What follows belongs to an exercise in optimizing a design on an open flow for a short achievable clock period and few clock cycles per item; a production flow would make more cautious choices.
Function was checked by simulation only, so behaviour that the tests miss may differ from the original.
The flow treats the clock pin as an ideal source. Dropping or thinning the clock tree relies on that and would not hold on a real chip.

==> juniper <==
==> flow/design.v <==
package t2t_pkg;
  localparam int DATA_W  = 32;
  localparam int SYM_W   = 4;
  localparam int NUM_SYM = 16;
  localparam int PRICE_W = 16;
  localparam int VOL_W   = 16;
  localparam int OID_W   = 16;
  localparam int MSG_TYPE_HI = 31;
  localparam int MSG_TYPE_LO = 30;
  localparam int SYM_HI = 29;
  localparam int SYM_LO = 26;
  localparam logic [1:0] MSG_NEW    = 2'd0;
  localparam logic [1:0] MSG_TRADE  = 2'd1;
  localparam logic [1:0] MSG_CANCEL = 2'd2;
  localparam logic [1:0] MSG_OTHER  = 2'd3;
  localparam logic [1:0] ST_WAIT  = 2'd0;
  localparam logic [1:0] ST_LD    = 2'd1;
  localparam logic [1:0] ST_CMP   = 2'd2;
  localparam logic [1:0] ST_ISSUE = 2'd3;
  localparam logic [1:0] FLD_ENABLE      = 2'd0;
  localparam logic [1:0] FLD_PRICE_LIMIT = 2'd1;
  localparam logic [1:0] FLD_MIN_VOLUME  = 2'd2;
  localparam logic [1:0] FLD_ORDER_QTY   = 2'd3;
endpackage
import t2t_pkg::*;
module strategy_engine
(
  input  logic               clk,
  input  logic               reset_n,
  input  logic               cfg_wr,
  input  logic [SYM_W-1:0]   cfg_sym,
  input  logic [1:0]         cfg_field,
  input  logic [DATA_W-1:0]  cfg_wdata,
  input  logic               dec_valid,
  input  logic               dec_sop,
  input  logic [DATA_W-1:0]  dec_data,
  output logic               dec_ready,
  input  logic               order_ready,
  output logic               order_valid,
  output logic [OID_W-1:0]   order_id,
  output logic [SYM_W-1:0]   order_sym,
  output logic [PRICE_W-1:0] order_price,
  output logic [VOL_W-1:0]   order_qty
);
  localparam int SET_W = 1 + PRICE_W + 2*VOL_W;    
  localparam int ORD_W = SYM_W + PRICE_W + VOL_W;
  function automatic logic [7:0] cmp_nib(input logic [15:0] a, input logic [15:0] b);
    logic [15:0] g1, l1;
    logic [7:0]  g2, l2;
    g1 = a & ~b;
    l1 = ~a & b;
    for (int i = 0; i < 8; i++) begin
      g2[i] = g1[2*i+1] | (~l1[2*i+1] & g1[2*i]);
      l2[i] = l1[2*i+1] | (~g1[2*i+1] & l1[2*i]);
    end
    for (int i = 0; i < 4; i++) begin
      cmp_nib[2*i+1] = g2[2*i+1] | (~l2[2*i+1] & g2[2*i]);
      cmp_nib[2*i]   = l2[2*i+1] | (~g2[2*i+1] & l2[2*i]);
    end
  endfunction
  function automatic logic [1:0] cmp_fin(input logic [7:0] c);
    logic [1:0] g, l;
    for (int i = 0; i < 2; i++) begin
      g[i] = c[4*i+3] | (~c[4*i+2] & c[4*i+1]);
      l[i] = c[4*i+2] | (~c[4*i+3] & c[4*i]);
    end
    cmp_fin = {g[1] | (~l[1] & g[0]), l[1] | (~g[1] & l[0])};
  endfunction
  logic               dec_ready_q;
  logic               v0;        
  logic               sop0;
  logic               new0;      
  logic [SYM_W-1:0]   sym0;
  logic [7:0]         sello0;    
  logic [15:0]        d0;        
  logic [NUM_SYM-1:0] wsym0;     
  logic [3:0]         wfld0;     
  logic [15:0]        wdata0;
  logic               rst0;      
  assign dec_ready = dec_ready_q;
  always_ff @(posedge clk) begin
    if (!reset_n) begin
      v0    <= 1'b0;
      wsym0 <= '0;
    end else begin
      v0    <= dec_valid & dec_ready_q;
      for (int i = 0; i < NUM_SYM; i++) wsym0[i] <= cfg_wr & (cfg_sym == SYM_W'(i));
    end
    rst0   <= ~reset_n;
    sop0   <= dec_sop;
    new0   <= dec_sop & (dec_data[MSG_TYPE_HI:MSG_TYPE_LO] == MSG_NEW);
    sym0   <= dec_data[SYM_HI:SYM_LO];
    for (int i = 0; i < 8; i++) sello0[i] <= (dec_data[SYM_LO+2:SYM_LO] == 3'(i));
    d0     <= dec_data[15:0];
    for (int f = 0; f < 4; f++) wfld0[f] <= (cfg_field == 2'(f));
    wdata0 <= cfg_wdata[15:0];
  end
  logic [NUM_SYM-1:0] enable_q;
  logic [PRICE_W-1:0] price_limit_q [NUM_SYM];
  logic [VOL_W-1:0]   min_volume_q  [NUM_SYM];
  logic [VOL_W-1:0]   order_qty_q   [NUM_SYM];
  always_ff @(posedge clk) begin
    if (rst0) begin
      enable_q <= '0;
      for (int i = 0; i < NUM_SYM; i++) begin
        price_limit_q[i] <= '0;
        min_volume_q[i]  <= '0;
        order_qty_q[i]   <= '0;
      end
    end else begin
      for (int i = 0; i < NUM_SYM; i++) begin
        if (wsym0[i] & wfld0[FLD_ENABLE])      enable_q[i]      <= wdata0[0];
        if (wsym0[i] & wfld0[FLD_PRICE_LIMIT]) price_limit_q[i] <= wdata0[PRICE_W-1:0];
        if (wsym0[i] & wfld0[FLD_MIN_VOLUME])  min_volume_q[i]  <= wdata0[VOL_W-1:0];
        if (wsym0[i] & wfld0[FLD_ORDER_QTY])   order_qty_q[i]   <= wdata0[VOL_W-1:0];
      end
    end
  end
  logic [SET_W-1:0]   cand1 [2];
  logic               v1;
  logic               sop1;
  logic               new1;
  logic               ld1;       
  logic [SYM_W-1:0]   sym1;
  logic [15:0]        d1;
  logic [SET_W-1:0]   cand0 [2];
  always_comb begin
    for (int j = 0; j < 2; j++) begin
      cand0[j] = '0;
      for (int k = 0; k < 8; k++)
        cand0[j] = cand0[j] | ({SET_W{sello0[k]}} &
                   {enable_q[8*j+k], price_limit_q[8*j+k], min_volume_q[8*j+k], order_qty_q[8*j+k]});
    end
  end
  always_ff @(posedge clk) begin
    for (int j = 0; j < 2; j++) cand1[j] <= cand0[j];
    if (!reset_n) begin
      v1  <= 1'b0;
      ld1 <= 1'b0;
    end else begin
      v1  <= v0;
      ld1 <= v0 & new0;
    end
    sop1 <= sop0;
    new1 <= new0;
    sym1 <= sym0;
    d1   <= d0;
  end
  logic [SET_W-1:0]   rd1;
  assign rd1 = sym1[3] ? cand1[1] : cand1[0];
  logic               busy;
  logic               hd_en;
  logic [SYM_W-1:0]   hd_sym;
  logic [PRICE_W-1:0] hd_price;
  logic [PRICE_W-1:0] hd_lim;
  logic [VOL_W-1:0]   hd_minv;
  logic [VOL_W-1:0]   hd_qty;
  logic               b2_1;      
  logic [VOL_W-1:0]   vol1;
  logic [7:0]         c_price;   
  logic [7:0]         c_vol;     
  logic [7:0]         c_qty;     
  always_ff @(posedge clk) begin
    if (!reset_n) begin
      busy <= 1'b0;
      b2_1 <= 1'b0;
    end else begin
      if (v1) busy <= new1;
      b2_1 <= v1 & busy & ~sop1;
    end
    if (ld1) begin
      hd_sym   <= sym1;
      hd_price <= d1;
      {hd_en, hd_lim, hd_minv, hd_qty} <= rd1;
    end
    vol1 <= d1;
    c_price <= cmp_nib(hd_price, hd_lim);
    c_vol   <= cmp_nib(hd_minv, d1);
    c_qty   <= cmp_nib(d1, hd_qty);
  end
  logic [1:0]         f_price;
  logic [1:0]         f_vol;
  logic [1:0]         f_qty;
  logic               p_valid;
  logic [ORD_W-1:0]   p_ord;
  assign f_price = cmp_fin(c_price);
  assign f_vol   = cmp_fin(c_vol);
  assign f_qty   = cmp_fin(c_qty);
  always_ff @(posedge clk) begin
    if (!reset_n) p_valid <= 1'b0;
    else          p_valid <= b2_1 & hd_en & ~f_price[1] & ~f_vol[1];
    p_ord <= {hd_sym, hd_price, f_qty[0] ? vol1 : hd_qty};
  end
  logic [ORD_W-1:0]   fifo [3];
  logic [2:0]         rd_ptr, wr_ptr;    
  logic [3:0]         fill;              
  logic [ORD_W-1:0]   head;
  logic [OID_W-1:0]   id_inc;
  logic               take, ld, fifo_ne, pop;
  assign take     = order_valid & order_ready;
  assign ld       = ~order_valid | order_ready;
  assign fifo_ne  = ~fill[0];
  assign pop      = ld & fifo_ne;
  always_comb begin
    head = '0;
    for (int i = 0; i < 3; i++) head = head | ({ORD_W{rd_ptr[i]}} & fifo[i]);
  end
  always_comb begin
    for (int i = 0; i < OID_W; i++) id_inc[i] = order_id[i] ^ (&(order_id | ~((16'd1 << i) - 16'd1)));
  end
  always_ff @(posedge clk) begin
    if (!reset_n) begin
      order_valid <= 1'b0;
      order_id    <= '0;
      order_sym   <= '0;
      order_price <= '0;
      order_qty   <= '0;
      rd_ptr      <= 3'b001;
      wr_ptr      <= 3'b001;
      fill        <= 4'b0001;
    end else begin
      if (ld) begin
        order_valid <= fifo_ne;
        {order_sym, order_price, order_qty} <= head;
      end
      if (take) order_id <= id_inc;
      if (pop)  rd_ptr <= {rd_ptr[1:0], rd_ptr[2]};
      if (p_valid) wr_ptr <= {wr_ptr[1:0], wr_ptr[2]};
      if (p_valid & ~pop)      fill <= {fill[2:0], 1'b0};
      else if (pop & ~p_valid) fill <= {1'b0, fill[3:1]};
    end
    for (int i = 0; i < 3; i++) if (p_valid & wr_ptr[i]) fifo[i] <= p_ord;
  end
  always_ff @(posedge clk) begin
    if (!reset_n) dec_ready_q <= 1'b1;
    else          dec_ready_q <= fill[0] | (fill[1] & ~order_valid);
  end
endmodule
==> flow/flow/run.sh <==
#!/bin/bash
# The standard layout, with the clock tree built by flow/mycts.tcl (a
# balanced two-level tree: the clock port drives four root buffers, each
# root the leaf buffers of its quadrant, each leaf an equal share of the
# flip-flops) in place of TritonCTS. Everything else is ORFS's own flow.
set -uo pipefail
export PRE_CTS_TCL="$PWD/flow/mycts.tcl"
export MYCTS_NX=8
export MYCTS_NY=6
bash standard.sh > standard.log 2>&1
==> flow/flow/mycts.tcl <==
# Hand-built two-level clock tree, run as the CTS step's PRE_CTS_TCL hook.
# The clock port drives NROOT root buffers; each root drives the leaf
# buffers of its quadrant; each leaf drives a cluster of flip-flops. The
# clusters hold equal numbers of flip-flops (split by x into columns, then
# each column by y), so every register sees the same two buffer stages.
# clock_tree_synthesis is then made a no-op; the rest of ORFS's CTS step
# (legalisation, timing repair) runs as usual.

set nx    [expr {[info exists ::env(MYCTS_NX)] ? $::env(MYCTS_NX) : 6}]
set ny    [expr {[info exists ::env(MYCTS_NY)] ? $::env(MYCTS_NY) : 6}]
set bufm  [expr {[info exists ::env(MYCTS_BUF)] ? $::env(MYCTS_BUF) : "sky130_fd_sc_hd__clkbuf_16"}]

set db    [ord::get_db]
set block [ord::get_db_block]
set master [$db findMaster $bufm]
set clk_net [$block findNet clk]

# Flip-flop clock pins on the clock net
set sinks {}
foreach it [$clk_net getITerms] {
  if {![$it isInputSignal]} { continue }
  set bb [[$it getInst] getBBox]
  set x [expr {([$bb xMin] + [$bb xMax]) / 2}]
  set y [expr {([$bb yMin] + [$bb yMax]) / 2}]
  lappend sinks [list $it $x $y]
}
set n [llength $sinks]
puts "mycts: $n sinks, $nx x $ny leaf clusters, $bufm"

proc split_even {lst k} {
  set n [llength $lst]
  set out {}
  for {set i 0} {$i < $k} {incr i} {
    set a [expr {($i * $n) / $k}]
    set b [expr {(($i + 1) * $n) / $k - 1}]
    lappend out [lrange $lst $a $b]
  }
  return $out
}

proc centroid {items} {
  set sx 0.0; set sy 0.0
  foreach s $items { set sx [expr {$sx + [lindex $s 1]}]; set sy [expr {$sy + [lindex $s 2]}] }
  set k [llength $items]
  return [list [expr {int($sx / $k)}] [expr {int($sy / $k)}]]
}

proc add_buf {block master name x y} {
  set inst [odb::dbInst_create $block $master $name]
  set w [[$inst getMaster] getWidth]
  set h [[$inst getMaster] getHeight]
  $inst setLocation [expr {$x - $w / 2}] [expr {$y - $h / 2}]
  $inst setPlacementStatus PLACED
  return $inst
}

set cols [split_even [lsort -integer -index 1 $sinks] $nx]
set leaves {}
set ci 0
foreach col $cols {
  set ri 0
  foreach grp [split_even [lsort -integer -index 2 $col] $ny] {
    lassign [centroid $grp] cx cy
    set name "clkleaf_${ci}_${ri}"
    set inst [add_buf $block $master $name $cx $cy]
    set net [odb::dbNet_create $block "clknet_leaf_${ci}_${ri}"]
    $net setSigType CLOCK
    [$inst findITerm X] connect $net
    foreach s $grp {
      set it [lindex $s 0]
      $it disconnect
      $it connect $net
    }
    lappend leaves [list $inst $cx $cy $ci $ri]
    incr ri
  }
  incr ci
}

# Roots: one per quadrant of the leaf grid
set quads [dict create]
foreach l $leaves {
  lassign $l inst cx cy ci ri
  set q [expr {($ci >= $nx / 2 ? 1 : 0) + ($ri >= $ny / 2 ? 2 : 0)}]
  dict lappend quads $q $l
}
dict for {q ls} $quads {
  lassign [centroid $ls] cx cy
  set inst [add_buf $block $master "clkroot_$q" $cx $cy]
  set net [odb::dbNet_create $block "clknet_root_$q"]
  $net setSigType CLOCK
  [$inst findITerm X] connect $net
  [$inst findITerm A] connect $clk_net
  foreach l $ls { [[lindex $l 0] findITerm A] connect $net }
}

global_connect
set_propagated_clock [all_clocks]

# The tree is built: skip TritonCTS
rename clock_tree_synthesis {}
proc clock_tree_synthesis {args} { puts "mycts: clock_tree_synthesis skipped" }
==> flow/standard.sh <==
#!/bin/bash
# synth_recipe.tcl (not shown) runs the flow's synth.tcl, then flattens the netlist and writes it again
# the make line also repeats each setting of config.mk as NAME=value (left out here)
make -C /OpenROAD-flow-scripts/flow DESIGN_CONFIG=/design/flow/config.mk WORK_HOME=/design/flow/orfs CLKGATE_MAP_FILE= SYNTH_SCRIPT=/design/flow/synth_recipe.tcl "${@:-finish}"
==> flow/config.mk <==
export PLATFORM = sky130hd
export DESIGN_NAME = strategy_engine
export DESIGN_NICKNAME = strategy_engine
export VERILOG_FILES = /design/flow/design.v
export SDC_FILE = /design/flow/constraint.sdc
export NUM_CORES = 4
export LEC_CHECK = 0
export ABC_CLOCK_PERIOD_IN_PS = 1600
export CAP_MARGIN = 20
export CORE_MARGIN = 2
export CORE_UTILIZATION = 70
export SETUP_SLACK_MARGIN = 2.1
export SLEW_MARGIN = 20
export TNS_END_PERCENT = 100
==> flow/constraint.sdc <==
create_clock -name core_clock -period 3.6 [get_ports {clk}]
set_input_delay 0.7200 -clock core_clock [delete_from_list [all_inputs] [get_ports {clk}]]
set_output_delay 0.7200 -clock core_clock [all_outputs]
set_load 0.01 [all_outputs]
==> lagoon (differences from juniper) <==
--- a/flow/design.v
+++ b/flow/design.v
@@ -72,5 +72,5 @@
   logic               new0;      
   logic [SYM_W-1:0]   sym0;
-  logic [7:0]         sello0;    
+  logic [NUM_SYM-1:0] sel0;      
   logic [15:0]        d0;        
   logic [NUM_SYM-1:0] wsym0;     
@@ -91,5 +91,5 @@
     new0   <= dec_sop & (dec_data[MSG_TYPE_HI:MSG_TYPE_LO] == MSG_NEW);
     sym0   <= dec_data[SYM_HI:SYM_LO];
-    for (int i = 0; i < 8; i++) sello0[i] <= (dec_data[SYM_LO+2:SYM_LO] == 3'(i));
+    for (int i = 0; i < NUM_SYM; i++) sel0[i] <= (dec_data[SYM_HI:SYM_LO] == SYM_W'(i));
     d0     <= dec_data[15:0];
     for (int f = 0; f < 4; f++) wfld0[f] <= (cfg_field == 2'(f));
@@ -129,5 +129,5 @@
       cand0[j] = '0;
       for (int k = 0; k < 8; k++)
-        cand0[j] = cand0[j] | ({SET_W{sello0[k]}} &
+        cand0[j] = cand0[j] | ({SET_W{sel0[8*j+k]}} &
                    {enable_q[8*j+k], price_limit_q[8*j+k], min_volume_q[8*j+k], order_qty_q[8*j+k]});
     end
@@ -148,5 +148,5 @@
   end
   logic [SET_W-1:0]   rd1;
-  assign rd1 = sym1[3] ? cand1[1] : cand1[0];
+  assign rd1 = cand1[0] | cand1[1];
   logic               busy;
   logic               hd_en;
@@ -163,14 +163,17 @@
   always_ff @(posedge clk) begin
     if (!reset_n) begin
-      busy <= 1'b0;
-      b2_1 <= 1'b0;
+      busy     <= 1'b0;
+      b2_1     <= 1'b0;
+      hd_sym   <= '0;
+      hd_price <= '0;
+      {hd_en, hd_lim, hd_minv, hd_qty} <= '0;
     end else begin
       if (v1) busy <= new1;
       b2_1 <= v1 & busy & ~sop1;
-    end
-    if (ld1) begin
-      hd_sym   <= sym1;
-      hd_price <= d1;
-      {hd_en, hd_lim, hd_minv, hd_qty} <= rd1;
+      if (ld1) begin
+        hd_sym   <= sym1;
+        hd_price <= d1;
+        {hd_en, hd_lim, hd_minv, hd_qty} <= rd1;
+      end
     end
     vol1 <= d1;
@@ -184,20 +187,35 @@
   logic               p_valid;
   logic [ORD_W-1:0]   p_ord;
+  logic               pass;
+  logic [2:0]         fwe;       
+  logic [2:0]         wr_ptr;    
+  logic [2:0]         wr_nxt;
   assign f_price = cmp_fin(c_price);
   assign f_vol   = cmp_fin(c_vol);
   assign f_qty   = cmp_fin(c_qty);
-  always_ff @(posedge clk) begin
-    if (!reset_n) p_valid <= 1'b0;
-    else          p_valid <= b2_1 & hd_en & ~f_price[1] & ~f_vol[1];
+  assign pass   = b2_1 & hd_en & ~f_price[1] & ~f_vol[1];
+  assign wr_nxt = p_valid ? {wr_ptr[1:0], wr_ptr[2]} : wr_ptr;
+  always_ff @(posedge clk) begin
+    if (!reset_n) begin
+      p_valid <= 1'b0;
+      fwe     <= 3'b000;
+      wr_ptr  <= 3'b001;
+    end else begin
+      p_valid <= pass;
+      fwe     <= {3{pass}} & wr_nxt;
+      wr_ptr  <= wr_nxt;
+    end
     p_ord <= {hd_sym, hd_price, f_qty[0] ? vol1 : hd_qty};
   end
   logic [ORD_W-1:0]   fifo [3];
-  logic [2:0]         rd_ptr, wr_ptr;    
+  logic [2:0]         rd_ptr;            
   logic [3:0]         fill;              
   logic [ORD_W-1:0]   head;
-  logic [OID_W-1:0]   id_inc;
+  logic               ov_n;              
+  logic [OID_W-1:0]   nid;               
+  logic [OID_W-1:0]   nid_inc;
   logic               take, ld, fifo_ne, pop;
-  assign take     = order_valid & order_ready;
-  assign ld       = ~order_valid | order_ready;
+  assign take     = ~ov_n & order_ready;
+  assign ld       = ov_n | order_ready;
   assign fifo_ne  = ~fill[0];
   assign pop      = ld & fifo_ne;
@@ -207,32 +225,34 @@
   end
   always_comb begin
-    for (int i = 0; i < OID_W; i++) id_inc[i] = order_id[i] ^ (&(order_id | ~((16'd1 << i) - 16'd1)));
+    for (int i = 0; i < OID_W; i++) nid_inc[i] = nid[i] ^ (&(nid | ~((16'd1 << i) - 16'd1)));
   end
   always_ff @(posedge clk) begin
     if (!reset_n) begin
       order_valid <= 1'b0;
+      ov_n        <= 1'b1;
       order_id    <= '0;
+      nid         <= 16'd1;
       order_sym   <= '0;
       order_price <= '0;
       order_qty   <= '0;
       rd_ptr      <= 3'b001;
-      wr_ptr      <= 3'b001;
       fill        <= 4'b0001;
     end else begin
-      if (ld) begin
-        order_valid <= fifo_ne;
-        {order_sym, order_price, order_qty} <= head;
-      end
-      if (take) order_id <= id_inc;
+      order_valid <= ~ld | fifo_ne;
+      ov_n        <= ld & ~fifo_ne;
+      if (ld) {order_sym, order_price, order_qty} <= head;
+      if (take) begin
+        order_id <= nid;
+        nid      <= nid_inc;
+      end
       if (pop)  rd_ptr <= {rd_ptr[1:0], rd_ptr[2]};
-      if (p_valid) wr_ptr <= {wr_ptr[1:0], wr_ptr[2]};
       if (p_valid & ~pop)      fill <= {fill[2:0], 1'b0};
       else if (pop & ~p_valid) fill <= {1'b0, fill[3:1]};
     end
-    for (int i = 0; i < 3; i++) if (p_valid & wr_ptr[i]) fifo[i] <= p_ord;
+    for (int i = 0; i < 3; i++) if (fwe[i]) fifo[i] <= p_ord;
   end
   always_ff @(posedge clk) begin
     if (!reset_n) dec_ready_q <= 1'b1;
-    else          dec_ready_q <= fill[0] | (fill[1] & ~order_valid);
+    else          dec_ready_q <= fill[0] | (fill[1] & ov_n);
   end
 endmodule
--- a/flow/config.mk
+++ b/flow/config.mk
@@ -9,6 +9,6 @@
 export CAP_MARGIN = 20
 export CORE_MARGIN = 2
-export CORE_UTILIZATION = 70
-export SETUP_SLACK_MARGIN = 2.1
+export CORE_UTILIZATION = 60
+export SETUP_SLACK_MARGIN = 2.3
 export SLEW_MARGIN = 20
 export TNS_END_PERCENT = 100
==> impl_metrics.env <==
export IMPL_status="complete, no violations"
export IMPL_worstPathCellList="nor2b_4 > maj3_2 > maj3_2 > maj3_2"
export IMPL_synth_area_top_cells="dfxtp_1, nand2_1, edfxtp_1"
export IMPL_place_hpwl_microns=74370
export IMPL_crit_slowest_cell="edfxtp_1"
export IMPL_crit_path_end_kind="flip-flop"
export IMPL_synth_edf_count=177
export IMPL_syn_inst=5223
export IMPL_fin_cells=5899
export IMPL_dr_max_layer_used="met4"
export IMPL_multiInputGateArea_sq_mm=0.01806
export IMPL_crit_buf_inv=0
export IMPL_r2r_end="c_vol[1]"
Source of the figures above: juniper

==> impl_metrics.env <==
export IMPL_fin_cells=6465
export IMPL_worstPathCellList="buf_6"
export IMPL_crit_path_end_kind="output pin"
export IMPL_syn_inst=5463
export IMPL_dr_max_layer_used="met5"
export IMPL_status="complete, no violations"
export IMPL_grt_max_degree=69
export IMPL_crit_slowest_cell="dfxtp_2"
export IMPL_place_hpwl_microns=79630
export IMPL_r2r_end="nid[14]"
export IMPL_tap_cells=1050
export IMPL_synth_area_top_cells="dfxtp_1, nand2_1, a21oi_1"
Source of the figures above: lagoon

Testbench counts of juniper, summed over its fixed seeds: cycles 6,336, messages 3,200.
Testbench counts of lagoon, summed over its fixed seeds: cycles 6,336, messages 3,200.
In every run of this note, the design's own scripts or RTL, not TritonCTS, make the clock network.

what the ideal ports hide:
The results above use ideal ports. As a check the final layouts listed here were re-extracted and re-timed, cells and wires unchanged. Step 1, drivers: a clkbuf_16 drives clk and a buf_2 each remaining input, both assumed. Step 2, shift: input delay + t, output delay - t, t = (earliest + latest rising clock arrival at the registers) / 2. This alone moves slack from input paths to output paths. a / b / c = no drivers / after step 1 / after step 2; a / b = the first two.
run	shift t [ns]	setup WS [ns]	worst setup path at the end	latest minus earliest clock arrival (ns)	cell pins on the clock port's net
juniper	0.594	1.811 / 1.795 / 1.687	input to register	0.026 / 0.026	4
lagoon	0.608	1.922 / 1.776 / 1.523	input to register	0.032 / 0.032	4
After both steps setup and hold are still met in every run listed. The setup slack of lagoon, which loses most, moves by -0.146 ns with the drivers and by -0.399 ns with both steps.
